What follows belongs to an exercise in optimizing a design on an open flow for small area, a short achievable clock period and few clock cycles per item; a production flow would make more cautious choices.
Where RTL was checked, it was by simulation tests only, not by an equivalence proof against the original.
The RTL of run 6 was laid out without a check of its function.
Power is estimated from default activity; no workload was simulated.

File: flow/run.sh
#!/bin/bash
# synth_recipe.tcl (not shown) runs the flow's synth.tcl, then flattens the netlist and writes it again
# the make line also repeats each setting of config.mk as NAME=value (left out here)
make -C /OpenROAD-flow-scripts/flow DESIGN_CONFIG=/design/flow/config.mk WORK_HOME=/design/flow/orfs CLKGATE_MAP_FILE= SYNTH_SCRIPT=/design/flow/synth_recipe.tcl finish
File: flow/config.mk
export PLATFORM = sky130hd
export DESIGN_NAME = ethernet_ipv4_header_classifier
export DESIGN_NICKNAME = ethernet_ipv4_header_classifier
export VERILOG_FILES = /design/flow/design.v
export SDC_FILE = /design/flow/constraint.sdc
export NUM_CORES = 4
export LEC_CHECK = 0
export CAP_MARGIN = 20
export CORE_MARGIN = 2
export CORE_UTILIZATION = 40
export SETUP_SLACK_MARGIN = 3.0
export SLEW_MARGIN = 20
File: flow/constraint.sdc
create_clock -name core_clock -period 5.5 [get_ports {clk}]
set_input_delay 1.1000 -clock core_clock [delete_from_list [all_inputs] [get_ports {clk}]]
set_output_delay 1.1000 -clock core_clock [all_outputs]
set_load 0.01 [all_outputs]
File: flow/design.v
module ethernet_ipv4_header_classifier (
  input  logic         clk,
  input  logic         rst_n,
  input  logic         in_tvalid,
  output logic         in_tready,
  input  logic [7:0]   in_tdata,
  input  logic         in_tlast,
  output logic         out_tvalid,
  input  logic         out_tready,
  output logic [127:0] out_tdata
);
  localparam logic [1:0] ET_OTHER = 2'd0;
  localparam logic [1:0] ET_IPV4  = 2'd1;
  localparam logic [1:0] ET_ARP   = 2'd2;
  localparam logic [1:0] ET_IPV6  = 2'd3;
  localparam logic [1:0] PR_OTHER = 2'd0;
  localparam logic [1:0] PR_TCP   = 2'd1;
  localparam logic [1:0] PR_UDP   = 2'd2;
  localparam logic [1:0] PR_ICMP  = 2'd3;
  logic [16:0] lc_r;         
  logic        ge22_r;       
  logic        hi08_r, hi86_r;
  logic [1:0]  et_r;
  logic        ver4_r, ihl_ok_r;
  logic [1:0]  pr_r;
  logic [3:0]  doff_r;
  logic [6:0]  q_r;          
  logic [31:0] src_r, dst_r;
  logic [7:0]  ttl_r;
  logic [15:0] sport_r, dport_r;
  logic [16:0] len_o;
  logic        acc_o, dec_o, aok_o, pok_o;
  logic [2:0]  cls_o;
  logic        ov_r, skv_r, itr_r;
  logic [1:0]  sk_et;        
  logic [4:0]  sk_len;
  logic fire, res_now, out_free, to_out, sk_move;
  logic [7:0] d;
  assign d    = in_tdata;
  assign fire = in_tvalid && itr_r;
  assign res_now  = fire && in_tlast;
  assign out_free = !ov_r || out_tready;
  assign to_out   = res_now && out_free;
  assign sk_move  = skv_r && out_tready;
  logic p12, p13, p14, p21, p22, p23, psrc, pdst, pge13;
  assign p12  = lc_r == 17'd13;
  assign p13  = lc_r == 17'd14;
  assign p14  = lc_r == 17'd15;
  assign p21  = lc_r == 17'd22;
  assign p22  = lc_r == 17'd23;
  assign p23  = lc_r == 17'd24;
  assign psrc = lc_r >= 17'd27 && lc_r <= 17'd30;
  assign pdst = lc_r >= 17'd31 && lc_r <= 17'd34;
  assign pge13 = lc_r >= 17'd14;
  logic t1, t2, t3, t4, t13;
  assign t1  = ihl_ok_r && q_r == 7'd1;
  assign t2  = ihl_ok_r && q_r == 7'd2;
  assign t3  = ihl_ok_r && q_r == 7'd3;
  assign t4  = ihl_ok_r && q_r == 7'd4;
  assign t13 = ihl_ok_r && q_r == 7'd13;
  logic [1:0] et13, et_now;
  always_comb begin
    et13 = ET_OTHER;
    if (hi08_r && d == 8'h00) et13 = ET_IPV4;
    else if (hi08_r && d == 8'h06) et13 = ET_ARP;
    else if (hi86_r && d == 8'hDD) et13 = ET_IPV6;
  end
  assign et_now = p13 ? et13 : et_r;
  logic r_aok, r_pok, r_dec, r_acc;
  logic [2:0] r_cls;
  assign r_aok = !p13 && et_r == ET_IPV4 && ver4_r && ihl_ok_r && !q_r[6];
  always_comb begin
    r_pok = 1'b0;
    if (r_aok) begin
      if (pr_r == PR_TCP)
        r_pok = doff_r >= 4'd5 && q_r[5:2] >= doff_r;
      else if (pr_r == PR_UDP)
        r_pok = q_r[5:3] != 3'd0;
    end
  end
  always_comb begin
    r_cls = 3'd0;
    if (pge13) begin
      case (et_now)
        ET_IPV4: if (r_aok) r_cls = {1'b0, pr_r} + ((pr_r == PR_OTHER) ? 3'd4 : 3'd0);
        ET_ARP:  r_cls = 3'd5;
        ET_IPV6: r_cls = 3'd6;
        default: r_cls = 3'd7;
      endcase
    end
  end
  assign r_dec = r_aok || (pge13 && et_now == ET_ARP);
  assign r_acc = r_cls != 3'd0;
  always_ff @(posedge clk) begin
    if (!rst_n) begin
      lc_r     <= 17'd1;
      ge22_r   <= 1'b0;
      ihl_ok_r <= 1'b0;
      q_r      <= 7'h40;
    end else if (fire) begin
      if (in_tlast) begin
        lc_r     <= 17'd1;
        ge22_r   <= 1'b0;
        ihl_ok_r <= 1'b0;
        q_r      <= 7'h40;
      end else begin
        if (!lc_r[16]) lc_r <= lc_r + 17'd1;
        if (p21) ge22_r <= 1'b1;
        if (p14) begin
          ihl_ok_r <= d[3:0] >= 4'd5;
          q_r      <= 7'd2 - {1'b0, d[3:0], 2'b00};
        end else if (q_r != 7'd63) begin
          q_r <= q_r + 7'd1;
        end
      end
    end
  end
  always_ff @(posedge clk) begin
    if (fire) begin
      if (p12) begin
        hi08_r <= d == 8'h08;
        hi86_r <= d == 8'h86;
      end
      if (p13) et_r <= et13;
      if (p14) ver4_r <= d[7:4] == 4'd4;
      if (p23) begin
        if (d == 8'd6)       pr_r <= PR_TCP;
        else if (d == 8'd17) pr_r <= PR_UDP;
        else if (d == 8'd1)  pr_r <= PR_ICMP;
        else                 pr_r <= PR_OTHER;
      end
      if (t13) doff_r <= d[7:4];
    end
  end
  always_ff @(posedge clk) begin
    if (sk_move || (to_out && !r_aok)) begin
      src_r <= '0;
      dst_r <= '0;
      ttl_r <= '0;
    end else if (fire) begin
      if (p22)  ttl_r <= d;
      if (psrc) src_r <= {src_r[23:0], d};
      if (pdst) dst_r <= {dst_r[23:0], d};
    end
    if (sk_move || (to_out && !r_pok)) begin
      sport_r <= '0;
      dport_r <= '0;
    end else if (fire) begin
      if (t1) sport_r[15:8] <= d;
      if (t2) sport_r[7:0]  <= d;
      if (t3) dport_r[15:8] <= d;
      if (t4) dport_r[7:0]  <= d;
    end
  end
  always_ff @(posedge clk) begin
    if (sk_move) begin
      len_o <= {12'd0, sk_len};
      cls_o <= (sk_et == ET_ARP) ? 3'd5 : (sk_et == ET_IPV6) ? 3'd6 :
               (sk_et == ET_OTHER) ? 3'd7 : 3'd0;
      acc_o <= sk_et != ET_IPV4;
      dec_o <= sk_et == ET_ARP;
      aok_o <= 1'b0;
      pok_o <= 1'b0;
    end else if (to_out) begin
      len_o <= lc_r;
      cls_o <= r_cls;
      acc_o <= r_acc;
      dec_o <= r_dec;
      aok_o <= r_aok;
      pok_o <= r_pok;
    end
    if (res_now && !out_free) begin
      sk_len <= lc_r[4:0];
      sk_et  <= pge13 ? et_now : ET_IPV4;
    end
  end
  logic ov_nxt, skv_nxt, ge22_nxt;
  always_comb begin
    if (ov_r && !out_tready) ov_nxt = 1'b1;
    else                     ov_nxt = skv_r || res_now;
    if (skv_r) skv_nxt = !out_tready;
    else       skv_nxt = res_now && ov_r && !out_tready;
    if (fire) ge22_nxt = !in_tlast && (ge22_r || p21);
    else      ge22_nxt = ge22_r;
  end
  always_ff @(posedge clk) begin
    if (!rst_n) begin
      ov_r  <= 1'b0;
      skv_r <= 1'b0;
      itr_r <= 1'b1;
    end else begin
      ov_r  <= ov_nxt;
      skv_r <= skv_nxt;
      itr_r <= !skv_nxt && !(ov_nxt && ge22_nxt);
    end
  end
  assign in_tready  = itr_r;
  assign out_tvalid = ov_r;
  assign out_tdata  = {len_o, dport_r, sport_r, pok_o, ttl_r, dst_r, src_r,
                       aok_o, dec_o, cls_o, acc_o};
endmodule
==> summary.md, run 1 <==
| Metric | Value |
|---|---|
| Status | complete, no violations |
| CP endpoint kind | flip-flop |
| Final setup violation count | 0 |
| # rows | 51 |
| Syn_nets | 823 |
| Count of cell types in the netlist | 73 |
| Post-synth ARST share | 0% |
| R2R setup slack | 3100 ps |
| Main synth FF type | dfxtp_1 |
| Critical Path Start Type | input port |
| RSZ-0062 raised after global routing | true |
| H-tree levels | 4 |
| Slew Limit Fails | 0 |
| Final core utilization | 54.4% |
| Vias per inst | 5.29 |
| Drt wl/cell | 18.1 um |
| DRC violations left | 0 |
| Iter 0 DRT Violations | 394 |
| Worst EP arrival | 2710 ps |
| Hold Crit Class | reg -> reg |
| Min Tclk post-route | 2520 ps |
| CTS root buffer | clkbuf_16 |
| Post-synthesis sequential area ratio | 48.5% |
| Total design power | 2.71 mW |
| Peak supply drop | 0.000215 V |
| Fillers | 1755 |
| Crit path max fanout | 3 |
| Final Hold Fails | 0 |
| Area Overhead vs Synth | 34.4% |
| Seq cells post-synth | 175 |
| Finished Cell Area | 10500 sq um |
| First-pass GRT wire length | 33200 um |
| Routability cong. | 0.858 |
| Post-Layout Cell Count | 1198 |
| CTS tree | built |
| Full die area | 20600 sq um |
| PortBufs | 142 |
| Initial Utilization | 40.5% |
| GRT Total Usage | 20.8% |
| Post-synth EDFFs | 28 |
| Clk slew on worst S/H paths | 70 ps |
| Max-slew headroom | 38.5% |
| Syn_area_per_cell | 9.84 sq um |
| Setup CP Type | in -> reg |
| Measured slew at the worst slew-check pin | 920 ps |
| Pin count of the biggest net entering global routing | 74 |
| Post-DRT Antenna Nets | 0 |
| Cell Area, Placed | 9330 sq um |
| Nets | 951 |
| CTS Buf Count | 17 |
| Max Fclk | 397 MHz |
| Post-synthesis cell area | 7800 sq um |
| Most frequent cells in the layout | dfxtp_1 (145), mux2i_1 (106), nor2_1 (102), clkdlybuf4s50_1 (87), nand2_1 (59) |
| I/O pins | 143 |
| DP Wirelength | 13300 um |
| DRT Pass-1 Iters | 5 |
| Die Ht | 144 um |
| Initial antenna violation count | 0 |
| Setup TNS | 0 ps |
| Mapped Cells | 792 |
| Grt total ovfl | 0 |
| Setup Skew | 12.9 ps |
| Area of the core | 19300 sq um |
| Commonest non-fill, non-tap cell in the layout | dfxtp_1 |
| Vias in the first global route | 5935 |
| Final period util | 45.8% |
| Synth warn | 1 |
| Layout cells sized above 1 | 12.5% |
| Largest buffer count on any clock path | 2 |
| Die width | 144 um |
| Detailed Route WL | 21700 um |
| WP data required | 5690 ps |
| Vias post-DR | 6338 |
| Clk latency of the worst-skew pair | 440 ps |
| PD cells | 259 nW/um^2 |
| Post-placement cell count | 1146 |
| N_diodes | 0 |
| P_leak | 4.75 nW |
| Max Cap Violations | 0 |
| Clock sink count | 175 |
-- path summary, 6_finish.rpt --
check                        start                     to  cells past startpoint
max                    in_tdata[1]     cls_o[0]$_DFFE_PP_                      9
min          len_o[7]$_SDFFE_PP0P_  len_o[7]$_SDFFE_PP0P_                      2
max reg2reg   lc_r[1]$_SDFFE_PN0P_    q_r[4]$_SDFFE_PN0P_                      7
min reg2reg  len_o[7]$_SDFFE_PP0P_  len_o[7]$_SDFFE_PP0P_                      2
-- timing repair --
| item | 4_1_cts | 5_1_grt |
|---|---|---|
| hold buffers | 0 | 0 |
| cloned | 3 | 3 |
| pin swaps | 10 | 5 |
| setup endpoints to repair | 183 | 153 |
| setup buffers | 9 | 5 |
| endpoints found under the hold margin | 0 | 0 |
| resized for setup | 91 | 48 |
-- metrics by stage --
step           hold slack [ps]  worst slack [ps]
2_1_floorplan              428              2680
3_3_place_gp               449              1710
3_5_place_dp               453              1660
4_1_cts                    463              2920
5_1_grt                    486              2920
6_report                   459              2980
-- routing by layer --
metal,vias up,routed length [um],track usage [%]
li1,3087,-,-
met1,3045,10000,28.1
met2,178,9860,32.3
met3,28,1360,6.26
met4,0,385,6.19
met5,-,0,0
-- report_power, final --
part	total (mW)	internal (mW)	switching (mW)	leakage, nW
combinational	0.151	0.0546	0.0966	3.01
sequential	1.31	1.31	0.00762	1.44
clock	1.25	0.656	0.589	0.298
total	2.71	2.02	0.693	4.75
-- cell usage after synthesis (all sizes together), types with 6 or more instances --
master  number  area, sq um
dfxtp      147         2940
mux2i      106         1060
nor2       103          387
nand2       65          244
nor4        46          333
clkbuf      33          154
edfxtp      28          841
a21oi       27          135
buf         26          171
inv         21         78.8
nor3        20          121
ha          18          225
nand3       17         90.1
o21ai       17         88.8
nand4       13         81.3
nor2b        8         50.1
a21boi       7         52.6
and3         6         38.8
nand2b       6         37.5
xnor2        6         52.6
-- flip-flops by register name (all words and copies together), names as in the netlist, 2 cells and up --
signal,flops
sk_et,2
sk_len,5
ttl_r,8
dport_r,16
et_r,2
cls_o,3
pr_r,2
len_o,17
src_r,32
q_r,7
doff_r,4
sport_r,16
dst_r,32
lc_r,17
-- final cells by class --
| type | instances | area, sq um | area share, % |
|---|---|---|---|
| inverters | 22 | 92.6 | 0.884 |
| well taps | 265 | 332 | 3.16 |
| clock buffers | 17 | 425 | 4.06 |
| flip-flops and latches | 175 | 3790 | 36.1 |
| clock inverters | 15 | 189 | 1.80 |
| repair buffers | 166 | 1820 | 17.4 |
| multi-input cells | 538 | 3830 | 36.6 |
-- logic make-up after synthesis --
logic type,count (synthesis),share of synthesized area [%]
compound gates,86,7.49
xor+xnor,10,1.12
fa+ha+maj,18,2.89
buf+inv,82,5.39
flops,175,48.5
mux,108,13.9
simple gates,313,20.7
-- worst max-delay path, cell delays in order --
cell and delay [ps]:
buf_6 90, buf_6 120, inv_6 50, ha_4 120, nand4_1 90, or4b_4 530, a2111oi_4 330, a2bb2oi_1 190
o21ai_1 80
Testbench counts, summed over its fixed seeds: cycles 308,813, bytes 308,670.
==> run 2, diff against run 1 <==
--- a/flow/config.mk
+++ b/flow/config.mk
@@ -8,5 +8,5 @@
 export CAP_MARGIN = 20
 export CORE_MARGIN = 2
 export CORE_UTILIZATION = 40
-export SETUP_SLACK_MARGIN = 3.0
+export SETUP_SLACK_MARGIN = 3.3
 export SLEW_MARGIN = 20
==> summary.md, run 2 <==
| Metric | Value |
|---|---|
| Syn_area_per_cell | 9.84 sq um (unchanged) |
| Max Cap Violations | 0 (unchanged) |
| Final setup violation count | 0 (unchanged) |
| Fin Hold WS | 454 ps (was 459 ps) |
| Fillers | 1736 (was 1755) |
| Metal-1 WL | 10600 um (was 10000 um) |
| I/O pins | 143 (unchanged) |
| Worst path slowest cell | or4b_4 (unchanged) |
| Routability cong. | 0.842 (was 0.858) |
| Metal2 WL | 10100 um (was 9860 um) |
| R2R setup slack | 3230 ps (was 3100 ps) |
| Slew Limit Fails | 0 (unchanged) |
| Area Overhead vs Synth | 37.0% (was 34.4%) |
| Initial Utilization | 40.5% (unchanged) |
| Area of the core | 19300 sq um (unchanged) |
| Clk latency of the worst-skew pair | 440 ps (about the same) |
| Max Fclk | 410 MHz (was 397 MHz) |
| CP endpoint kind | flip-flop (unchanged) |
| Post-synthesis sequential area ratio | 48.5% (unchanged) |
| Status | complete, no violations (unchanged) |
| Die width | 144 um (unchanged) |
| CTS root buffer | clkbuf_16 (unchanged) |
| CTS Buf Count | 17 (unchanged) |
| Final core utilization | 55.4% (was 54.4%) |
| Initial antenna violation count | 0 (unchanged) |
| Pin count of the biggest net entering global routing | 55 (was 74) |
| Peak supply drop | 0.000224 V (was 0.000215 V) |
| RSZ-0062 raised after global routing | true (unchanged) |
| Crit-path cells | buf_12 > clkinv_8 > ha_4 > nand4_1 > or4b_4 > a2111oi_4 > buf_4 > or2_4 > nand2b_4 (was buf_6 > buf_6 > inv_6 > ha_4 > nand4_1 > or4b_4 > a2111oi_4 > a2bb2oi_1 > o21ai_1) |
| Largest cells by area after synthesis | dfxtp_1 (38%), mux2i_1 (14%), edfxtp_1 (11%) (unchanged) |
| Critical Path Start Type | input port (unchanged) |
| Max-slew headroom | 42.6% (was 38.5%) |
| PD cells | 256 nW/um^2 (was 259 nW/um^2) |
| Crit-path leading delay family | simple AND/OR/NAND/NOR gates (unchanged) |
| Post-DRT Antenna Nets | 0 (unchanged) |
| WP data required | 5800 ps (was 5690 ps) |
| Clk slew on worst S/H paths | 70 ps (about the same) |
| CTS tree | built (unchanged) |
| Largest buffer count on any clock path | 2 (unchanged) |
| Worst EP arrival | 2740 ps (was 2710 ps) |
| Count of cell types in the netlist | 73 (unchanged) |
| Wire length on met3 | 1550 um (was 1360 um) |
| Nets | 972 (was 951) |
| DRT Pass-1 Iters | 5 (unchanged) |
| Grt total ovfl | 0 (unchanged) |
| Min Tclk post-route | 2440 ps (was 2520 ps) |
| Setup TNS | 0 ps (unchanged) |
| Hold Crit Class | reg -> reg (unchanged) |
| PortBufs | 142 (unchanged) |
| Post-synth ARST share | 0% (unchanged) |
| Vias post-DR | 6539 (was 6338) |
| GRT Total Usage | 22.1% (was 20.8%) |
| Commonest non-fill, non-tap cell in the layout | dfxtp_1 (unchanged) |
| Vias in the first global route | 6147 (was 5935) |
| Most common cell in the synthesized netlist | dfxtp_1 (unchanged) |
| N_diodes | 0 (unchanged) |
| Setup CP Type | in -> reg (unchanged) |
| Final period util | 44.4% (was 45.8%) |
| Main synth FF type | dfxtp_1 (unchanged) |
| Worst path buffer plus inverter count | 3 (unchanged) |
| Syn_nets | 823 (unchanged) |
| Iter 0 DRT Violations | 450 (was 394) |
| Post-synthesis cell area | 7800 sq um (unchanged) |
| Drt wl/cell | 18.7 um (was 18.1 um) |
| H-tree levels | 4 (unchanged) |
| Detailed Route WL | 22700 um (was 21700 um) |
| # rows | 51 (unchanged) |
| Post-synth EDFFs | 28 (unchanged) |
| Total design power | 2.73 mW (was 2.71 mW) |
| Most instantiated cells after synthesis | dfxtp_1 (147), mux2i_1 (106), nor2_1 (103) (unchanged) |
| Synth warn | 1 (unchanged) |
| Most frequent cells in the layout | dfxtp_1 (124), mux2i_1 (104), nor2_1 (102), nand2_1 (57), clkdlybuf4s15_1 (49) (was dfxtp_1 (145), mux2i_1 (106), nor2_1 (102), clkdlybuf4s50_1 (87), nand2_1 (59)) |
| Post-CTS Hold Buffers | 0 (unchanged) |
| Mapped Cells | 792 (unchanged) |
| Die Ht | 144 um (unchanged) |
| Crit path max fanout | 3 (unchanged) |
| Largest stage delay, worst path | 520 ps (was 530 ps) |
| DRC violations left | 0 (unchanged) |
| Seq cells post-synth | 175 (unchanged) |
| Vias per inst | 5.36 (was 5.29) |
| Top Registers | dst_r x32, src_r x32 (unchanged) |
| Final Hold Fails | 0 (unchanged) |
| P_leak | 4.61 nW (was 4.75 nW) |
| Share of the synthesized area in the top cell type | 37.7% (unchanged) |
| Setup Skew | 12.1 ps (was 12.9 ps) |
| Max layer used | met4 (unchanged) |
| Layout cells sized above 1 | 23.5% (was 12.5%) |
| First-pass GRT wire length | 35000 um (was 33200 um) |
| Clock sink count | 175 (unchanged) |
| Measured slew at the worst slew-check pin | 855 ps (was 920 ps) |
| Full die area | 20600 sq um (unchanged) |
| Synth area leader | dfxtp_1 (unchanged) |
| DP Wirelength | 13500 um (was 13300 um) |
## run 2: final cells by class
| class | instances | area [sq um] | area share, % |
|---|---|---|---|
| multi-input cells | 539 | 4020 | 37.6 |
| clock inverters | 15 | 196 | 1.84 |
| well taps | 265 | 332 | 3.11 |
| flip-flops and latches | 175 | 3810 | 35.7 |
| repair buffers | 186 | 1780 | 16.7 |
| clock buffers | 17 | 425 | 3.98 |
| inverters | 22 | 113 | 1.05 |
## run 2: routing by layer
| layer | up-vias | global-route usage (%) |
|---|---|---|
| met5 | - | 0 |
| met4 | 0 | 8.26 |
| met3 | 32 | 5.93 |
| met2 | 211 | 32.7 |
| met1 | 3159 | 30.8 |
| li1 | 3137 | - |
## run 2: logic make-up after synthesis
kind of cell / synth area share [%]
flops: 48.5
compound gates: 7.49
xor+xnor: 1.12
buf+inv: 5.39
fa+ha+maj: 2.89
simple gates: 20.7
mux: 13.9
## run 2: worst reg2reg max path, delay by kind of cell, from the launching register on
| kind | cells | cell delay (ps) |
|---|---|---|
| AND/OR/NAND/NOR | 4 | 1100 |
| flip-flops | 1 | 420 |
| AO/OA/AOI/OAI | 1 | 90 |
| buffers and inverters | 2 | 390 |
## run 2: through the flow
stage | area, sq um | cells | setup slack [ps]
global route | 10700 | 1219 | 3030
CTS | 10500 | 1204 | 3050
floorplan | 8010 | 792 | 2680
detailed placement | 9410 | 1143 | 1810
finish | 10700 | 1219 | 3060
global placement | 9410 | 1143 | 1840
## run 2: path summary, 6_finish.rpt
| path | from | endpoint | cells past startpoint |
|---|---|---|---|
| min reg2reg | len_o[9]$_SDFFE_PP0P_ | len_o[9]$_SDFFE_PP0P_ | 2 |
| min | len_o[9]$_SDFFE_PP0P_ | len_o[9]$_SDFFE_PP0P_ | 2 |
| max | in_tdata[1] | sk_et[0]$_SDFFCE_PN1P_ | 9 |
| max reg2reg | lc_r[5]$_SDFFE_PN0P_ | cls_o[1]$_DFFE_PP_ | 7 |
## run 2: power by group
part,internal (mW),switching [mW],leakage (nW)
Sequential,1.31,0.00850,1.45
Clock,0.657,0.591,0.298
Combinational,0.0688,0.102,2.86
## run 2: what timing repair did
| action | in CTS | in global routing |
|---|---|---|
| buffers inserted | 22 | 12 |
| pin swaps | 22 | 14 |
| cloned | 7 | 3 |
| endpoints found under the setup margin | 311 | 199 |
| hold endpoints to repair | 0 | 0 |
| resized for setup | 307 | 119 |
==> run 3, diff against run 2 <==
--- a/flow/config.mk
+++ b/flow/config.mk
@@ -8,5 +8,4 @@
 export CAP_MARGIN = 20
 export CORE_MARGIN = 2
 export CORE_UTILIZATION = 40
-export SETUP_SLACK_MARGIN = 3.3
 export SLEW_MARGIN = 20
==> summary.md, run 3 <==
| Metric | Value |
|---|---|
| Detailed Route WL | 20100 um (was 22700 um) |
| Post-CTS Hold Buffers | 0 (unchanged) |
| Share of the synthesized area in the top cell type | 37.7% (unchanged) |
| Fin Hold WS | 456 ps (was 454 ps) |
| Die Ht | 144 um (unchanged) |
| Post-placement cell count | 1145 (was 1143) |
| Final Hold Fails | 0 (unchanged) |
| Drt wl/cell | 17.1 um (was 18.7 um) |
| Post-Layout Cell Count | 1177 (was 1219) |
| Hold Path Origin | len_o[9]$_SDFFE_PP0P_ (unchanged) |
| Clk latency of the worst-skew pair | 440 ps (about the same) |
| Top Registers | dst_r x32, src_r x32 (unchanged) |
| WP data required | 5800 ps (about the same) |
| PD cells | 268 nW/um^2 (was 256 nW/um^2) |
| Most instantiated cells after synthesis | dfxtp_1 (147), mux2i_1 (106), nor2_1 (103) (unchanged) |
| Peak supply drop | 0.000218 V (was 0.000224 V) |
| Slew Limit Fails | 0 (unchanged) |
| Setup TNS | 0 ps (unchanged) |
| Measured slew at the worst slew-check pin | 1050 ps (was 855 ps) |
| Initial antenna violation count | 0 (unchanged) |
| Setup Skew | 15.8 ps (was 12.1 ps) |
| Vias per inst | 5.25 (was 5.36) |
| Vias post-DR | 6182 (was 6539) |
| RSZ-0062 raised after global routing | false (was true) |
| Hold EP | len_o[9]$_SDFFE_PP0P_ (unchanged) |
| Final setup violation count | 0 (unchanged) |
| Mapped Cells | 792 (unchanged) |
| Finished Cell Area | 9880 sq um (was 10700 sq um) |
| Cell Area, Placed | 9270 sq um (was 9410 sq um) |
| CTS root buffer | clkbuf_16 (unchanged) |
| Commonest non-fill, non-tap cell in the layout | dfxtp_1 (unchanged) |
| Seq cells post-synth | 175 (unchanged) |
| Post-synthesis sequential area ratio | 48.5% (unchanged) |
| Int Pwr | 1.97 mW (was 2.03 mW) |
| Worst EP arrival | 4080 ps (was 2740 ps) |
| Post-synthesis cell area | 7800 sq um (unchanged) |
| R2R setup slack | 2480 ps (was 3230 ps) |
| Clock group share of total power | 45.8% (was 45.7%) |
| Post-CTS setup buffers | 0 (was 22) |
| H-tree levels | 4 (unchanged) |
| N_diodes | 0 (unchanged) |
| I/O pins | 143 (unchanged) |
| Routability cong. | 0.841 (was 0.842) |
| DRC violations left | 0 (unchanged) |
| GRT Total Usage | 19.9% (was 22.1%) |
| Most common cell in the synthesized netlist | dfxtp_1 (unchanged) |
| Largest cells by area after synthesis | dfxtp_1 (38%), mux2i_1 (14%), edfxtp_1 (11%) (unchanged) |
| Status | complete, no violations (unchanged) |
| Max-slew headroom | 29.9% (was 42.6%) |
| Post-DRT Antenna Nets | 0 (unchanged) |
| Die width | 144 um (unchanged) |
| Area Overhead vs Synth | 26.8% (was 37.0%) |
| Largest buffer count on any clock path | 2 (unchanged) |
| Initial Utilization | 40.5% (unchanged) |
| Area of the core | 19300 sq um (unchanged) |
| Reg2Reg Depth | 6 (was 7) |
| Critical Path Start Type | input port (unchanged) |
| Most frequent cells in the layout | dfxtp_1 (147), clkdlybuf4s50_1 (142), mux2i_1 (106), nor2_1 (103), nand2_1 (65) (was dfxtp_1 (124), mux2i_1 (104), nor2_1 (102), nand2_1 (57), clkdlybuf4s15_1 (49)) |
| Final period util | 68.8% (was 44.4%) |
| Hold Crit Class | reg -> reg (unchanged) |
| Main synth FF type | dfxtp_1 (unchanged) |
| Clock sink count | 175 (unchanged) |
| First-pass GRT wire length | 32000 um (was 35000 um) |
| WHS Path Cells | 2 (unchanged) |
| Post-synth EDFFs | 28 (unchanged) |
| Grt total ovfl | 0 (unchanged) |
| Max Fclk | 264 MHz (was 410 MHz) |
| CTS tree | built (unchanged) |
| DP Wirelength | 13500 um (about the same) |
| Synth area leader | dfxtp_1 (unchanged) |
| Count of cell types in the netlist | 73 (unchanged) |
| P_leak | 3.84 nW (was 4.61 nW) |
| Nets | 930 (was 972) |
| # rows | 51 (unchanged) |
| Synth warn | 1 (unchanged) |
| Syn_nets | 823 (unchanged) |
| Syn_area_per_cell | 9.84 sq um (unchanged) |
| CTS Buf Count | 17 (unchanged) |
| CP endpoint kind | flip-flop (unchanged) |
| Min Tclk post-route | 3780 ps (was 2440 ps) |
| Sequential power share | 49.5% (was 48.1%) |
| Worst r2r dst | dst_r[1]$_SDFFE_PP0P_ (was cls_o[1]$_DFFE_PP_) |
| Crit path max fanout | 73 (was 3) |
| Setup CP Type | in -> reg (unchanged) |
| Pin count of the biggest net entering global routing | 74 (was 55) |
| Vias in the first global route | 5909 (was 6147) |
| Full die area | 20600 sq um (unchanged) |
| Sw power | 0.687 mW (was 0.701 mW) |
| Total design power | 2.65 mW (was 2.73 mW) |
| Clk slew on worst S/H paths | 70 ps (about the same) |
| Post-synth ARST share | 0% (unchanged) |
| DRT Pass-1 Iters | 4 (was 5) |
| R2r startpoint | itr_r$_SDFF_PN1_ (was lc_r[5]$_SDFFE_PN0P_) |
| Max Cap Violations | 0 (unchanged) |
| Comb power frac | 4.7% (was 6.2%) |
| Sw Share | 25.9% (was 25.6%) |
| Layout cells sized above 1 | 6.91% (was 23.5%) |
| Iter 0 DRT Violations | 421 (was 450) |
| Fillers | 1815 (was 1736) |
| Post-cts sizing count | 0 (was 307) |
| PortBufs | 142 (unchanged) |
run 3: cell counts after synthesis:
No cell type changed its count.
run 3: area by class of cell:
| class | instances | area, sq um | share of cell area [%] |
|---|---|---|---|
| flip-flops and latches | 175 | 3780 | 38.3 |
| repair buffers | 148 | 1470 | 14.8 |
| well taps | 265 | 332 | 3.36 |
| multi-input cells | 535 | 3600 | 36.5 |
| clock inverters | 15 | 188 | 1.90 |
| inverters | 22 | 82.6 | 0.836 |
| clock buffers | 17 | 425 | 4.30 |
run 3: power by group through the flow:
| stage | logic [mW] | registers, mW | clock network, mW |
|---|---|---|---|
| floorplan | 0.0771 | 1.34 | 0 |
| global placement | 0.123 | 1.34 | 0 |
| detailed placement | 0.123 | 1.34 | 0 |
| CTS | 0.123 | 1.31 | 1.25 |
| global route | 0.135 | 1.32 | 1.29 |
| finish | 0.123 | 1.31 | 1.21 |
run 3: worst max-delay path by stage:
stage	startpoint	end	slack, ps	cells past startpoint
finish	in_tvalid	dst_r[1]$_SDFFE_PP0P_	1720	7
global route	in_tvalid	ttl_r[1]$_SDFFE_PP0P_	1380	7
CTS	in_tvalid	dst_r[1]$_SDFFE_PP0P_	1700	7
detailed placement	in_tvalid	dst_r[1]$_SDFFE_PP0P_	1220	7
global placement	in_tdata[0]	cls_o[0]$_DFFE_PP_	1340	7
floorplan	in_tdata[1]	cls_o[0]$_DFFE_PP_	2340	8
run 3: layer usage:
layer	part of all wire [%]	wire, um	global-route usage, %	vias up
met5	0	0	0	-
met1	47	9400	26.9	2974
met2	45	9140	30.6	144
li1	-	-	-	3045
met4	1.2	248	6.14	0
met3	6.6	1320	6.00	19
run 3: critical path: stages:
cell	delay [ps]
clkdlybuf4s50_1	470
nand2_1	260
clkinv_1	450
nand3_1	670
o21ai_4	330
buf_4	630
nor2_1	110
run 3: cells by family after synthesis:
kind of cell	synth area share (%)
adder cells (fa/ha/maj)	2.89
buffers and inverters	5.39
AND/OR/NAND/NOR	20.7
AO/OA/AOI/OAI	7.49
multiplexers	13.9
flip-flops	48.5
XOR/XNOR	1.12
run 3: metrics by stage:
| step | setup slack, ps | util (%) |
|---|---|---|
| floorplan | 2340 | - |
| global placement | 1340 | 48.1 |
| CTS | 1700 | 51.3 |
| detailed placement | 1220 | 48.1 |
| global route | 1380 | 51.3 |
| finish | 1720 | 51.3 |
==> run 4, diff against run 3 <==
--- a/flow/config.mk
+++ b/flow/config.mk
@@ -5,7 +5,9 @@
 export SDC_FILE = /design/flow/constraint.sdc
 export NUM_CORES = 4
 export LEC_CHECK = 0
+export ABC_CLOCK_PERIOD_IN_PS = 1800
 export CAP_MARGIN = 20
 export CORE_MARGIN = 2
-export CORE_UTILIZATION = 40
+export CORE_UTILIZATION = 60
+export SETUP_SLACK_MARGIN = 3.6
 export SLEW_MARGIN = 20
==> summary.md, run 4 <==
| Metric | Value |
|---|---|
| Die width | 118 um (was 144 um) |
| Post-placement cell count | 1052 (was 1145) |
| Synth warn | 1 (unchanged) |
| H-tree levels | 4 (unchanged) |
| I/O pins | 143 (unchanged) |
| # rows | 41 (was 51) |
| Most instantiated cells after synthesis | dfxtp_1 (147), mux2i_1 (106), nor2_1 (103) (unchanged) |
| Post-synthesis cell area | 7800 sq um (unchanged) |
| CTS root buffer | clkbuf_16 (unchanged) |
| DP Wirelength | 13700 um (was 13500 um) |
| Share of the synthesized area in the top cell type | 37.7% (unchanged) |
| Mapped Cells | 792 (unchanged) |
| Syn_nets | 823 (unchanged) |
| Synth area leader | dfxtp_1 (unchanged) |
| Worst endpoint type | register data pin |
| Die Ht | 118 um (was 144 um) |
| GRT repair_timing worst endpoint | sk_et[0]$_SDFFCE_PN1P_/D |
| Post-CTS Hold Buffers | 0 (unchanged) |
| Most common cell in the synthesized netlist | dfxtp_1 (unchanged) |
| Post-synth EDFFs | 28 (unchanged) |
| CTS Buf Count | 17 (unchanged) |
| Clock sink count | 175 (unchanged) |
| Initial Utilization | 61.5% (was 40.5%) |
| Pin count of the biggest net entering global routing | 34 |
| Largest buffer count on any clock path | 2 (unchanged) |
| Post-synthesis sequential area ratio | 48.5% (unchanged) |
| Largest cells by area after synthesis | dfxtp_1 (38%), mux2i_1 (14%), edfxtp_1 (11%) (unchanged) |
| Last stage | global routing |
| Syn_area_per_cell | 9.84 sq um (unchanged) |
| PortBufs | 142 (unchanged) |
| Status | did not finish (was complete, no violations) |
| Post-synth ARST share | 0% (unchanged) |
| Routability cong. | 0.903 (was 0.841) |
| Seq cells post-synth | 175 (unchanged) |
| First error | [ERROR DPL-0038] Utilization greater than 100%, impossible to legalize |
| Count of cell types in the netlist | 73 (unchanged) |
| Main synth FF type | dfxtp_1 (unchanged) |
==> run 4: cell counts after synthesis <==
No cell type changed its count.
==> run 4: worst max path at each step <==
stage                              to        start  depth (start not counted)  slack (ps)
2_1_floorplan      cls_o[0]$_DFFE_PP_  in_tdata[1]                          8        2680
3_3_place_gp       cls_o[0]$_DFFE_PP_  in_tdata[0]                          7        1870
3_5_place_dp       cls_o[0]$_DFFE_PP_  in_tdata[0]                          7        1790
4_1_cts        sk_et[0]$_SDFFCE_PN1P_  in_tdata[1]                          9        3040
==> run 4: cell families after synthesis <==
group | share of synthesized area [%]
AO/OA/AOI/OAI | 7.49
XOR/XNOR | 1.12
buffers and inverters | 5.39
flip-flops | 48.5
AND/OR/NAND/NOR | 20.7
adder cells (fa/ha/maj) | 2.89
multiplexers | 13.9
==> run 4: metrics by stage <==
stage	setup slack, ps	instance area (sq um)	utilization [%]	total power, mW
after detailed placement	1790	9510	75.0	1.48
after floorplan	2680	8350	-	1.45
after global placement	1870	9510	75.0	1.48
after CTS	3040	12100	95.8	2.65
==> run 4: timing repair <==
| item | CTS |
|---|---|
| endpoints found under the setup margin | 322 |
| gates cloned | 21 |
| buffers inserted | 113 |
| gates resized for setup | 950 |
| pin swaps | 25 |
==> run 4: power groups by stage <==
stage               Combinational [mW]  Clock (mW)  Sequential [mW]
floorplan                        0.103           0             1.34
global placement                 0.133           0             1.34
detailed placement               0.136           0             1.34
CTS                              0.216        1.12             1.31
==> run 5, diff against run 4 <==
==> flow/flow/run.sh (new file) <==
#!/bin/bash
# Standard synthesis, then the standard layout with plain buffers on the ports and
# without the delay cells as buffers.
set -uo pipefail
bash standard.sh synth > synth.log 2>&1 || exit 1
export BUFFER_PORTS_ARGS="-buffer_cell sky130_fd_sc_hd__buf_2"
export DONT_USE_CELLS="sky130_fd_sc_hd__clkdlybuf4s15_1 sky130_fd_sc_hd__clkdlybuf4s15_2 sky130_fd_sc_hd__clkdlybuf4s18_1 sky130_fd_sc_hd__clkdlybuf4s18_2 sky130_fd_sc_hd__clkdlybuf4s25_1 sky130_fd_sc_hd__clkdlybuf4s25_2 sky130_fd_sc_hd__clkdlybuf4s50_1 sky130_fd_sc_hd__clkdlybuf4s50_2 sky130_fd_sc_hd__dlygate4sd1_1 sky130_fd_sc_hd__dlygate4sd2_1 sky130_fd_sc_hd__dlygate4sd3_1 sky130_fd_sc_hd__dlymetal6s2s_1 sky130_fd_sc_hd__dlymetal6s4s_1 sky130_fd_sc_hd__dlymetal6s6s_1"
bash standard.sh > layout.log 2>&1
==> flow/standard.sh (new file) <==
#!/bin/bash
# synth_recipe.tcl (not shown) runs the flow's synth.tcl, then flattens the netlist and writes it again
# the make line also repeats each setting of config.mk as NAME=value (left out here)
make -C /OpenROAD-flow-scripts/flow DESIGN_CONFIG=/design/flow/config.mk WORK_HOME=/design/flow/orfs CLKGATE_MAP_FILE= SYNTH_SCRIPT=/design/flow/synth_recipe.tcl "${@:-finish}"
--- a/flow/config.mk
+++ b/flow/config.mk
@@ -5,9 +5,8 @@
 export SDC_FILE = /design/flow/constraint.sdc
 export NUM_CORES = 4
 export LEC_CHECK = 0
-export ABC_CLOCK_PERIOD_IN_PS = 1800
 export CAP_MARGIN = 20
 export CORE_MARGIN = 2
-export CORE_UTILIZATION = 60
-export SETUP_SLACK_MARGIN = 3.6
+export CORE_UTILIZATION = 40
+export SETUP_SLACK_MARGIN = 3.3
 export SLEW_MARGIN = 20
removed: flow/run.sh
==> summary.md, run 5 <==
| Metric | Value |
|---|---|
| Sequential power share | 48.9% |
| Min Tclk post-route | 2410 ps |
| Post-DRT Antenna Nets | 0 |
| N_diodes | 0 |
| Max Cap Violations | 0 |
| Largest cells by area after synthesis | dfxtp_1 (38%), mux2i_1 (14%), edfxtp_1 (11%) (unchanged) |
| Critical Path Start Type | input port |
| Syn_area_per_cell | 9.84 sq um (unchanged) |
| Share of the synthesized area in the top cell type | 37.7% (unchanged) |
| Hold Crit Class | reg -> reg |
| Clk latency of the worst-skew pair | 430 ps |
| Max-slew headroom | 42.2% |
| Int Pwr | 2.02 mW |
| Iter 0 DRT Violations | 368 |
| PD cells | 269 nW/um^2 |
| Grt total ovfl | 0 |
| Final setup violation count | 0 |
| Vias per inst | 5.32 |
| Vias in the first global route | 6025 |
| R2r startpoint | lc_r[2]$_SDFFE_PN0P_ |
| CTS Buf Count | 17 (unchanged) |
| Status | complete, no violations (was did not finish) |
| WHS Path Cells | 2 |
| Initial Utilization | 40.5% (was 61.5%) |
| Setup WS post-layout | 3090 ps |
| Post-synth EDFFs | 28 (unchanged) |
| Setup TNS | 0 ps |
| GRT Total Usage | 20.5% |
| Most frequent cells in the layout | dfxtp_1 (136), buf_2 (133), mux2i_1 (106), nor2_1 (101), nand2_1 (60) |
| Peak supply drop | 0.000203 V |
| Measured slew at the worst slew-check pin | 858 ps |
| Slew Limit Fails | 0 |
| Multi-input combinational cell area | 3980 sq um |
| Post-synthesis cell area | 7800 sq um (unchanged) |
| Commonest non-fill, non-tap cell in the layout | dfxtp_1 |
| Top Registers | dst_r x32, src_r x32 |
| Count of cell types in the netlist | 73 (unchanged) |
| Storage cell area | 3800 sq um |
| Setup CP Type | in -> reg |
| Mapped Cells | 792 (unchanged) |
| Sw power | 0.670 mW |
| DRT Pass-1 Iters | 5 |
| DP Wirelength | 13300 um (was 13700 um) |
| Die width | 144 um (was 118 um) |
| Final period util | 43.9% |
| Max Fclk | 414 MHz |
| CTS tree | built |
| Syn_nets | 823 (unchanged) |
| Most common cell in the synthesized netlist | dfxtp_1 (unchanged) |
| Full die area | 20600 sq um |
| Pin count of the biggest net entering global routing | 55 |
| CP endpoint kind | flip-flop |
| Nets | 963 |
| CTS root buffer | clkbuf_16 (unchanged) |
| PortBufs | 142 (unchanged) |
| Worst r2r dst | q_r[4]$_SDFFE_PN0P_ |
| Clock sink count | 175 (unchanged) |
| WP data required | 5640 ps |
| Sw Share | 24.9% |
| Largest buffer count on any clock path | 2 (unchanged) |
| R2R setup slack | 3260 ps |
| Detailed Route WL | 21300 um |
| Comb power frac | 5.3% |
| Post-synth ARST share | 0% (unchanged) |
| Area Overhead vs Synth | 28.0% |
| DRC violations left | 0 |
| Layout cells sized above 1 | 30.1% |
| Post-placement cell count | 1144 (was 1052) |
| Area of the core | 19300 sq um |
| Vias post-DR | 6436 |
| Seq cells post-synth | 175 (unchanged) |
| Setup Skew | 9.37 ps |
| P_leak | 4.43 nW |
| I/O pins | 143 (unchanged) |
| Final Hold Fails | 0 |
| Drt wl/cell | 17.6 um |
| Critical Path Start | in_tdata[1] |
| Pre-CTS setup slack | 2020 ps (was 1790 ps) |
| Final core utilization | 51.8% |
| Clk slew on worst S/H paths | 70 ps |
| Clock group share of total power | 45.8% |
| Post-synthesis sequential area ratio | 48.5% (unchanged) |
| Synth area leader | dfxtp_1 (unchanged) |
| Hold Path Origin | len_o[7]$_SDFFE_PP0P_ |
| Synth warn | 1 (unchanged) |
| Fillers | 1817 |
| Main synth FF type | dfxtp_1 (unchanged) |
| Routability cong. | 0.816 (was 0.903) |
| RSZ-0062 raised after global routing | true |
| # rows | 51 (was 41) |
| Worst EP arrival | 2550 ps |
| Initial antenna violation count | 0 |
| Reg2Reg Depth | 6 |
| Die Ht | 144 um (was 118 um) |
| Post-Layout Cell Count | 1210 |
| First-pass GRT wire length | 33100 um |
| Crit path max fanout | 3 |
| Most instantiated cells after synthesis | dfxtp_1 (147), mux2i_1 (106), nor2_1 (103) (unchanged) |
| Hold EP | len_o[7]$_SDFFE_PP0P_ |
| H-tree levels | 4 (unchanged) |
run 5: cell counts after synthesis:
Identical to the previous run, type by type.
run 5: layout make-up:
type / count / area share, %
Clock buffer: 18 / 4.40
Inverter: 22 / 1.08
Sequential cell: 175 / 38.1
Timing Repair Buffer: 177 / 11.5
Clock inverter: 14 / 1.64
Multi-Input combinational cell: 539 / 39.9
Tap cell: 265 / 3.32
run 5: critical path, cell delays in order:
cell      delay, ps
buf_12          110
clkinv_8         40
buf_6            80
ha_4            120
nor3b_4         200
nand3_2         110
or4_4           560
nand3_4         120
o32ai_2         110
run 5: what timing repair did:
action | CTS | global route
gates cloned | 4 | 2
pin swaps | 13 | 18
gates resized for setup | 40 | 41
endpoints found under the setup margin | 127 | 132
setup buffers | 13 | 15
hold buffers | 0 | 0
run 5: cells by family after synthesis:
| logic type | synth area share, % |
|---|---|
| buffers and inverters | 5.39 |
| flip-flops | 48.5 |
| AO/OA/AOI/OAI | 7.49 |
| adder cells (fa/ha/maj) | 2.89 |
| multiplexers | 13.9 |
| AND/OR/NAND/NOR | 20.7 |
| XOR/XNOR | 1.12 |
run 5: power groups by stage:
stage / clock network [mW] / registers (mW) / logic, mW
3_5_place_dp: 0 / 1.34 / 0.119
2_1_floorplan: 0 / 1.34 / 0.0872
4_1_cts: 1.26 / 1.31 / 0.134
3_3_place_gp: 0 / 1.34 / 0.121
6_report: 1.23 / 1.31 / 0.144
5_1_grt: 1.31 / 1.32 / 0.155
run 5: stage by stage:
step | cell area, sq um | power [mW] | hold WS (ps)
3_3_place_gp | 8700 | 1.46 | 442
4_1_cts | 9640 | 2.71 | 457
6_report | 9980 | 2.69 | 453
2_1_floorplan | 8010 | 1.43 | 428
5_1_grt | 9980 | 2.78 | 488
3_5_place_dp | 8700 | 1.46 | 446
run 5: worst max-delay path by stage:
stage | endpoint | depth (start not counted) | slack [ps]
floorplan | cls_o[0]$_DFFE_PP_ | 8 | 2680
global placement | dst_r[19]$_SDFFE_PP0P_ | 5 | 2030
detailed placement | src_r[9]$_SDFFE_PP0P_ | 5 | 2020
CTS | cls_o[0]$_DFFE_PP_ | 8 | 3060
global route | cls_o[0]$_DFFE_PP_ | 8 | 3040
finish | cls_o[1]$_DFFE_PP_ | 9 | 3090
run 5: layer usage:
metal	track usage [%]	vias up	share of wire, %
met1	28.2	3077	45
met2	31.7	210	46
met5	0	-	0
met4	6.55	0	1.4
li1	-	3128	-
met3	5.06	21	6.7
==> run 6, diff against run 5 <==
==> flow/design.v (replaced) <==
module ethernet_ipv4_header_classifier (
  input  logic         clk,
  input  logic         rst_n,
  input  logic         in_tvalid,
  output logic         in_tready,
  input  logic [7:0]   in_tdata,
  input  logic         in_tlast,
  output logic         out_tvalid,
  input  logic         out_tready,
  output logic [127:0] out_tdata
);
  logic [16:0] lc_r;         
  logic        lo_r;         
  logic        hi08_r, hi86_r;             
  logic        et4_r, eta_r, et6_r;        
  logic        a4_r;         
  logic        ihl_ok_r;     
  logic        tcp_r, udp_r, icmp_r;
  logic [3:0]  doff_r;
  logic [6:0]  q_r;          
  logic [31:0] src_r, dst_r;
  logic [7:0]  ttl_r;
  logic [15:0] sport_r, dport_r;
  logic [16:0] len_o;
  logic        acc_o, dec_o, aok_o, pok_o;
  logic [2:0]  cls_o;
  logic        ov_r, skv_r, itr_r;
  logic [2:0]  sk_cls;       
  logic [4:0]  sk_len;
  logic [7:0] d;
  logic fire, res_now, out_free, to_out, sk_move;
  assign d        = in_tdata;
  assign fire     = in_tvalid && itr_r;
  assign res_now  = fire && in_tlast;
  assign out_free = !ov_r || out_tready;
  assign to_out   = res_now && out_free;
  assign sk_move  = skv_r && out_tready;
  logic [5:0] lc6;
  logic p12, p13, p14, p22, p23, psrc, pdst, pge13, pge21, pge22;
  assign lc6   = lc_r[5:0];
  assign p12   = lo_r && lc6 == 6'd13;
  assign p13   = lo_r && lc6 == 6'd14;
  assign p14   = lo_r && lc6 == 6'd15;
  assign p22   = lo_r && lc6 == 6'd23;
  assign p23   = lo_r && lc6 == 6'd24;
  assign psrc  = lo_r && lc6 >= 6'd27 && lc6 <= 6'd30;
  assign pdst  = lo_r && lc6 >= 6'd31 && lc6 <= 6'd34;
  assign pge13 = !lo_r || lc6 >= 6'd14;
  assign pge21 = !lo_r || lc6 >= 6'd22;
  assign pge22 = !lo_r || lc6 >= 6'd23;
  logic t1, t2, t3, t4, t13;
  assign t1  = ihl_ok_r && q_r == 7'd1;
  assign t2  = ihl_ok_r && q_r == 7'd2;
  assign t3  = ihl_ok_r && q_r == 7'd3;
  assign t4  = ihl_ok_r && q_r == 7'd4;
  assign t13 = ihl_ok_r && q_r == 7'd13;
  logic e4_13, ea_13, e6_13, e4, ea, e6;
  assign e4_13 = hi08_r && d == 8'h00;
  assign ea_13 = hi08_r && d == 8'h06;
  assign e6_13 = hi86_r && d == 8'hDD;
  assign e4 = p13 ? e4_13 : et4_r;
  assign ea = p13 ? ea_13 : eta_r;
  assign e6 = p13 ? e6_13 : et6_r;
  logic r_aok, r_pok, r_acc, r_dec, th_ok;
  logic [2:0] r_cls;
  assign r_aok = a4_r && !q_r[6];
  assign th_ok = doff_r >= 4'd5 && q_r[5:2] >= {1'b0, doff_r};
  assign r_pok = r_aok && (tcp_r && th_ok || udp_r && q_r[5:3] != 3'd0);
  assign r_cls[2] = pge13 && !e4 || r_aok && !tcp_r && !udp_r && !icmp_r;
  assign r_cls[1] = pge13 && !e4 && !ea || r_aok && (udp_r || icmp_r);
  assign r_cls[0] = pge13 && !e4 && !e6 || r_aok && (tcp_r || icmp_r);
  assign r_acc = pge13 && !e4 || r_aok;
  assign r_dec = pge13 && ea || r_aok;
  always_ff @(posedge clk) begin
    if (!rst_n) begin
      lc_r     <= 17'd1;
      lo_r     <= 1'b1;
      ihl_ok_r <= 1'b0;
      a4_r     <= 1'b0;
      q_r      <= 7'h40;
    end else if (fire) begin
      if (in_tlast) begin
        lc_r     <= 17'd1;
        lo_r     <= 1'b1;
        ihl_ok_r <= 1'b0;
        a4_r     <= 1'b0;
        q_r      <= 7'h40;
      end else begin
        if (!lc_r[16]) lc_r <= lc_r + 17'd1;
        if (lc6 == 6'd63) lo_r <= 1'b0;
        if (p14) begin
          ihl_ok_r <= d[3:0] >= 4'd5;
          a4_r     <= et4_r && d[7:4] == 4'd4 && d[3:0] >= 4'd5;
          q_r      <= 7'd2 - {1'b0, d[3:0], 2'b00};
        end else if (q_r != 7'd63) begin
          q_r <= q_r + 7'd1;
        end
      end
    end
  end
  always_ff @(posedge clk) begin
    if (fire) begin
      if (p12) begin
        hi08_r <= d == 8'h08;
        hi86_r <= d == 8'h86;
      end
      if (p13) begin
        et4_r <= e4_13;
        eta_r <= ea_13;
        et6_r <= e6_13;
      end
      if (p23) begin
        tcp_r  <= d == 8'd6;
        udp_r  <= d == 8'd17;
        icmp_r <= d == 8'd1;
      end
      if (t13) doff_r <= d[7:4];
    end
  end
  always_ff @(posedge clk) begin
    if (sk_move || (to_out && !r_aok)) begin
      src_r <= '0;
      dst_r <= '0;
      ttl_r <= '0;
    end else if (fire) begin
      if (p22)  ttl_r <= d;
      if (psrc) src_r <= {src_r[23:0], d};
      if (pdst) dst_r <= {dst_r[23:0], d};
    end
    if (sk_move || (to_out && !r_pok)) begin
      sport_r <= '0;
      dport_r <= '0;
    end else if (fire) begin
      if (t1) sport_r[15:8] <= d;
      if (t2) sport_r[7:0]  <= d;
      if (t3) dport_r[15:8] <= d;
      if (t4) dport_r[7:0]  <= d;
    end
  end
  always_ff @(posedge clk) begin
    if (sk_move) begin
      len_o <= {12'd0, sk_len};
      cls_o <= sk_cls;
      acc_o <= sk_cls[2];
      dec_o <= sk_cls[2] && !sk_cls[1];
      aok_o <= 1'b0;
      pok_o <= 1'b0;
    end else if (to_out) begin
      len_o <= lc_r;
      cls_o <= r_cls;
      acc_o <= r_acc;
      dec_o <= r_dec;
      aok_o <= r_aok;
      pok_o <= r_pok;
    end
    if (res_now && !out_free) begin
      sk_len <= lc_r[4:0];
      sk_cls <= r_cls;
    end
  end
  logic ov_nxt, skv_nxt, ge22_nxt;
  always_comb begin
    if (ov_r && !out_tready) ov_nxt = 1'b1;
    else                     ov_nxt = skv_r || res_now;
    if (skv_r) skv_nxt = !out_tready;
    else       skv_nxt = res_now && ov_r && !out_tready;
    if (fire) ge22_nxt = !in_tlast && pge21;
    else      ge22_nxt = pge22;
  end
  always_ff @(posedge clk) begin
    if (!rst_n) begin
      ov_r  <= 1'b0;
      skv_r <= 1'b0;
      itr_r <= 1'b1;
    end else begin
      ov_r  <= ov_nxt;
      skv_r <= skv_nxt;
      itr_r <= !skv_nxt && !(ov_nxt && ge22_nxt);
    end
  end
  assign in_tready  = itr_r;
  assign out_tvalid = ov_r;
  assign out_tdata  = {len_o, dport_r, sport_r, pok_o, ttl_r, dst_r, src_r,
                       aok_o, dec_o, cls_o, acc_o};
endmodule
==> summary.md, run 6 <==
| Metric | Value |
|---|---|
| Status | complete, no violations (unchanged) |
| DP Wirelength | 12200 um (was 13300 um) |
| RSZ-0062 raised after global routing | true (unchanged) |
| Hold Crit Class | reg -> reg (unchanged) |
| Hold EP | src_r[24]$_SDFFE_PP0P_ (was len_o[7]$_SDFFE_PP0P_) |
| Most common cell in the synthesized netlist | dfxtp_1 (unchanged) |
| Vias per inst | 5.16 (was 5.32) |
| Cell Area, Placed | 8270 sq um (was 8700 sq um) |
| Most instantiated cells after synthesis | dfxtp_1 (148), nand2_1 (147), nor2_1 (89) (was dfxtp_1 (147), mux2i_1 (106), nor2_1 (103)) |
| Max-slew headroom | 50.8% (was 42.2%) |
| Setup TNS | 0 ps (unchanged) |
| Post-synthesis sequential area ratio | 52.2% (was 48.5%) |
| Post-CTS Hold Buffers | 0 (unchanged) |
| Slew Limit Fails | 0 (unchanged) |
| Main synth FF type | dfxtp_1 (unchanged) |
| Post-synth ARST share | 0% (unchanged) |
| Pin count of the biggest net entering global routing | 42 (was 55) |
| DRC violations left | 0 (unchanged) |
| Syn_nets | 840 (was 823) |
| Crit path max fanout | 4 (was 3) |
| Worst path slowest cell | or4_4 (unchanged) |
| R2r startpoint | lc_r[4]$_SDFFE_PN0P_ (was lc_r[2]$_SDFFE_PN0P_) |
| Area Overhead vs Synth | 24.2% (was 28.0%) |
| Final Hold Fails | 0 (unchanged) |
| Total design power | 2.64 mW (was 2.69 mW) |
| Initial antenna violation count | 0 (unchanged) |
| Post-DRT Antenna Nets | 0 (unchanged) |
| Top Registers | dst_r x32, src_r x32 (unchanged) |
| Min Tclk post-route | 2570 ps (was 2410 ps) |
| Hold Path Origin | src_r[24]$_SDFFE_PP0P_ (was len_o[7]$_SDFFE_PP0P_) |
| Multi-input combinational cell area | 3430 sq um (was 3980 sq um) |
| # rows | 49 (was 51) |
| PD cells | 288 nW/um^2 (was 269 nW/um^2) |
| Final setup violation count | 0 (unchanged) |
| Nets | 970 (was 963) |
| Worst EP arrival | 2750 ps (was 2550 ps) |
| Critical Path Start Type | input port (unchanged) |
| Share of the synthesized area in the top cell type | 40.0% (was 37.7%) |
| XOR/XNOR Fraction of Synth Area | 1.18% (was 1.12%) |
| Die width | 140 um (was 144 um) |
| Initial Utilization | 40.9% (was 40.5%) |
| Max Fclk | 389 MHz (was 414 MHz) |
| Clock sink count | 178 (was 175) |
| Worst r2r dst | cls_o[0]$_DFFE_PP_ (was q_r[4]$_SDFFE_PN0P_) |
| I/O pins | 143 (unchanged) |
| Peak supply drop | 0.000220 V (was 0.000203 V) |
| Post-placement cell count | 1131 (was 1144) |
| Routability cong. | 0.797 (was 0.816) |
| Mapped Cells | 812 (was 792) |
| Finished Cell Area | 9190 sq um (was 9980 sq um) |
| Iter 0 DRT Violations | 358 (was 368) |
| Area of the core | 18100 sq um (was 19300 sq um) |
| Largest family of logic cells by synthesized area | simple AND/OR/NAND/NOR gates (unchanged) |
| Vias in the first global route | 5598 (was 6025) |
| Fillers | 1749 (was 1817) |
| WP data required | 5680 ps (was 5640 ps) |
| CTS tree | built (unchanged) |
| Simple-gate share of the synthesized area | 20.8% (was 20.7%) |
| H-tree levels | 4 (unchanged) |
| DRT Pass-1 Iters | 7 (was 5) |
| R2R setup slack | 3340 ps (was 3260 ps) |
| Final period util | 46.8% (was 43.9%) |
| Count of cell types in the netlist | 59 (was 73) |
| CP dominant cell by count | or4_4 |
| Largest cells by area after synthesis | dfxtp_1 (40%), edfxtp_1 (12%), mux2i_1 (7.7%) (was dfxtp_1 (38%), mux2i_1 (14%), edfxtp_1 (11%)) |
| Max Cap Violations | 0 (unchanged) |
| Clk latency of the worst-skew pair | 430 ps (about the same) |
| Multiplexer area fraction after synthesis | 8.47% (was 13.9%) |
| Largest buffer count on any clock path | 2 (unchanged) |
| N_diodes | 0 (unchanged) |
| Synth warn | 1 (unchanged) |
| Seq cells post-synth | 178 (was 175) |
| Post-synthesis cell area | 7400 sq um (was 7800 sq um) |
| Die Ht | 140 um (was 144 um) |
| Detailed Route WL | 19000 um (was 21300 um) |
| First-pass GRT wire length | 30500 um (was 33100 um) |
| CTS root buffer | clkbuf_16 (unchanged) |
| CP endpoint kind | flip-flop (unchanged) |
| Synth area leader | dfxtp_1 (unchanged) |
| Clk slew on worst S/H paths | 70 ps (about the same) |
| WHS Path Cells | 2 (unchanged) |
| Adder-cell share of the synthesized area | 2.54% (was 2.89%) |
| Syn_area_per_cell | 9.12 sq um (was 9.84 sq um) |
| PortBufs | 142 (unchanged) |
| Largest stage delay, worst path | 530 ps (was 560 ps) |
| GRT Total Usage | 19.5% (was 20.5%) |
| Grt total ovfl | 0 (unchanged) |
| Compound-cell area share of the yosys netlist | 10.6% (was 7.49%) |
| Setup CP Type | in -> reg (unchanged) |
| P_leak | 3.70 nW (was 4.43 nW) |
| Drt wl/cell | 16.1 um (was 17.6 um) |
| Commonest non-fill, non-tap cell in the layout | dfxtp_1 (unchanged) |
| Measured slew at the worst slew-check pin | 739 ps (was 858 ps) |
| Most frequent cells in the layout | dfxtp_1 (144), nand2_1 (142), buf_2 (135), nor2_1 (86), a21oi_1 (82) (was dfxtp_1 (136), buf_2 (133), mux2i_1 (106), nor2_1 (101), nand2_1 (60)) |
| Crit-path cells | buf_12 > or4_4 > or4_4 > a21oi_4 > o21ai_2 > mux2_4 (was buf_12 > clkinv_8 > buf_6 > ha_4 > nor3b_4 > nand3_2 > or4_4 > nand3_4 > o32ai_2) |
| Post-Layout Cell Count | 1184 (was 1210) |
| Full die area | 19600 sq um (was 20600 sq um) |
| CTS Buf Count | 17 (unchanged) |
| Vias post-DR | 6107 (was 6436) |
| Reg2Reg Depth | 5 (was 6) |
| Storage cell area | 3870 sq um (was 3800 sq um) |
| Setup Skew | 12.4 ps (was 9.37 ps) |
| Post-synth EDFFs | 30 (was 28) |
| Layout cells sized above 1 | 25.0% (was 30.1%) |
run 6: changes by cell type after synthesis, sizes merged, moves of 6 or more:
cell / previous run / this run
nand2: 65 / 147
a21oi: 27 / 83
mux2i: 106 / 57
nor4: 46 / 4
nand3: 17 / 30
nor2: 103 / 90
buf: 26 / 15
clkbuf: 33 / 41
a21boi: 7 / 1
run 6: worst max path at each step:
| stage | startpoint | endpoint | slack, ps | cells after the start |
|---|---|---|---|---|
| after CTS | in_tdata[7] | cls_o[0]$_DFFE_PP_ | 2950 | 6 |
| after global placement | in_tlast | sport_r[10]$_SDFFE_PP0P_ | 1730 | 6 |
| final | in_tdata[7] | cls_o[0]$_DFFE_PP_ | 2930 | 6 |
| after global routing | in_tdata[0] | cls_o[0]$_DFFE_PP_ | 2930 | 8 |
| after detailed placement | in_tlast | dport_r[3]$_SDFFE_PP0P_ | 1670 | 6 |
| after floorplan | in_tdata[4] | cls_o[0]$_DFFE_PP_ | 2570 | 5 |
run 6: critical path: cells and delay by family:
family | cells | cell delay [ps]
simple gates | 2 | 990
buf+inv | 1 | 100
mux | 1 | 260
compound gates | 2 | 300
run 6: logic make-up after synthesis:
| family | Yosys count |
|---|---|
| and+or+nand+nor | 339 |
| DFF | 178 |
| AOI/OAI and AO/OA | 133 |
| buffers and inverters | 75 |
| muxes | 62 |
| adders and majority gates | 15 |
| xor gates and xnor gates | 10 |
run 6: layer usage:
metal / global-route usage, % / vias to the layer above / share of wire, %
li1: - / 3079 / -
met1: 26.4 / 2852 / 47
met5: 0 / - / 0
met3: 5.44 / 22 / 5.9
met4: 6.59 / 0 / 1.4
met2: 30.3 / 154 / 46
run 6: layout make-up:
type / count / area share, %
well taps: 229 / 3.12
inverters: 19 / 0.830
multi-input cells: 562 / 37.3
flip-flops and latches: 178 / 42.1
repair buffers: 164 / 10.4
clock buffers: 18 / 4.78
clock inverters: 14 / 1.50
run 6: stage by stage:
stage / hold slack (ps) / util [%] / worst slack [ps]
floorplan: 442 / - / 2570
global placement: 441 / 45.6 / 1730
detailed placement: 443 / 45.7 / 1670
CTS: 453 / 50.5 / 2950
global route: 474 / 50.8 / 2930
finish: 451 / 50.8 / 2930
run 6: power by group:
| part | internal [mW] | switching [mW] |
|---|---|---|
| logic | 0.0427 | 0.0886 |
| clock network | 0.613 | 0.557 |
| registers | 1.33 | 0.00937 |
run 6: what timing repair did:
| item | CTS | global route |
|---|---|---|
| setup buffers | 17 | 1 |
| gates cloned | 3 | 0 |
| setup endpoints to repair | 152 | 67 |
| pin swaps | 9 | 3 |
| resized for setup | 37 | 10 |

port drivers added, routing unchanged:
The results above use ideal ports. As a check the final layouts listed here were re-extracted and re-timed, cells and wires unchanged.
Step 1 sets driving cells, clkbuf_16 on the clock port and buf_2 on the other inputs (assumed; they add their load-dependent delay and slew).
Step 2 also shifts input and output timing later by t, the mid clock arrival at the registers, as if the neighbouring blocks saw the same clock.
a / b / c = ideal ports / drivers / drivers and shift; a / b = the first two.
run	t, ns	slack for setup (ns)	hold slack, ns
run 1	0.482	2.983 / 2.994 / 2.516	0.459 / 0.459 / 0.459
run 2	0.483	3.058 / 3.057 / 2.574	0.454 / 0.454 / 0.454
run 3	0.483	1.716 / 1.737 / 1.254	0.456 / 0.456 / 0.456
run 5	0.469	3.086 / 3.083 / 2.615	0.453 / 0.453 / 0.453
run 6	0.473	2.928 / 2.925 / 2.453	0.451 / 0.451 / 0.451
After both steps setup and hold are still met in every run listed. For run 2, which loses most, drivers alone change the setup slack by -0.001 ns; drivers and shift together by -0.484 ns.
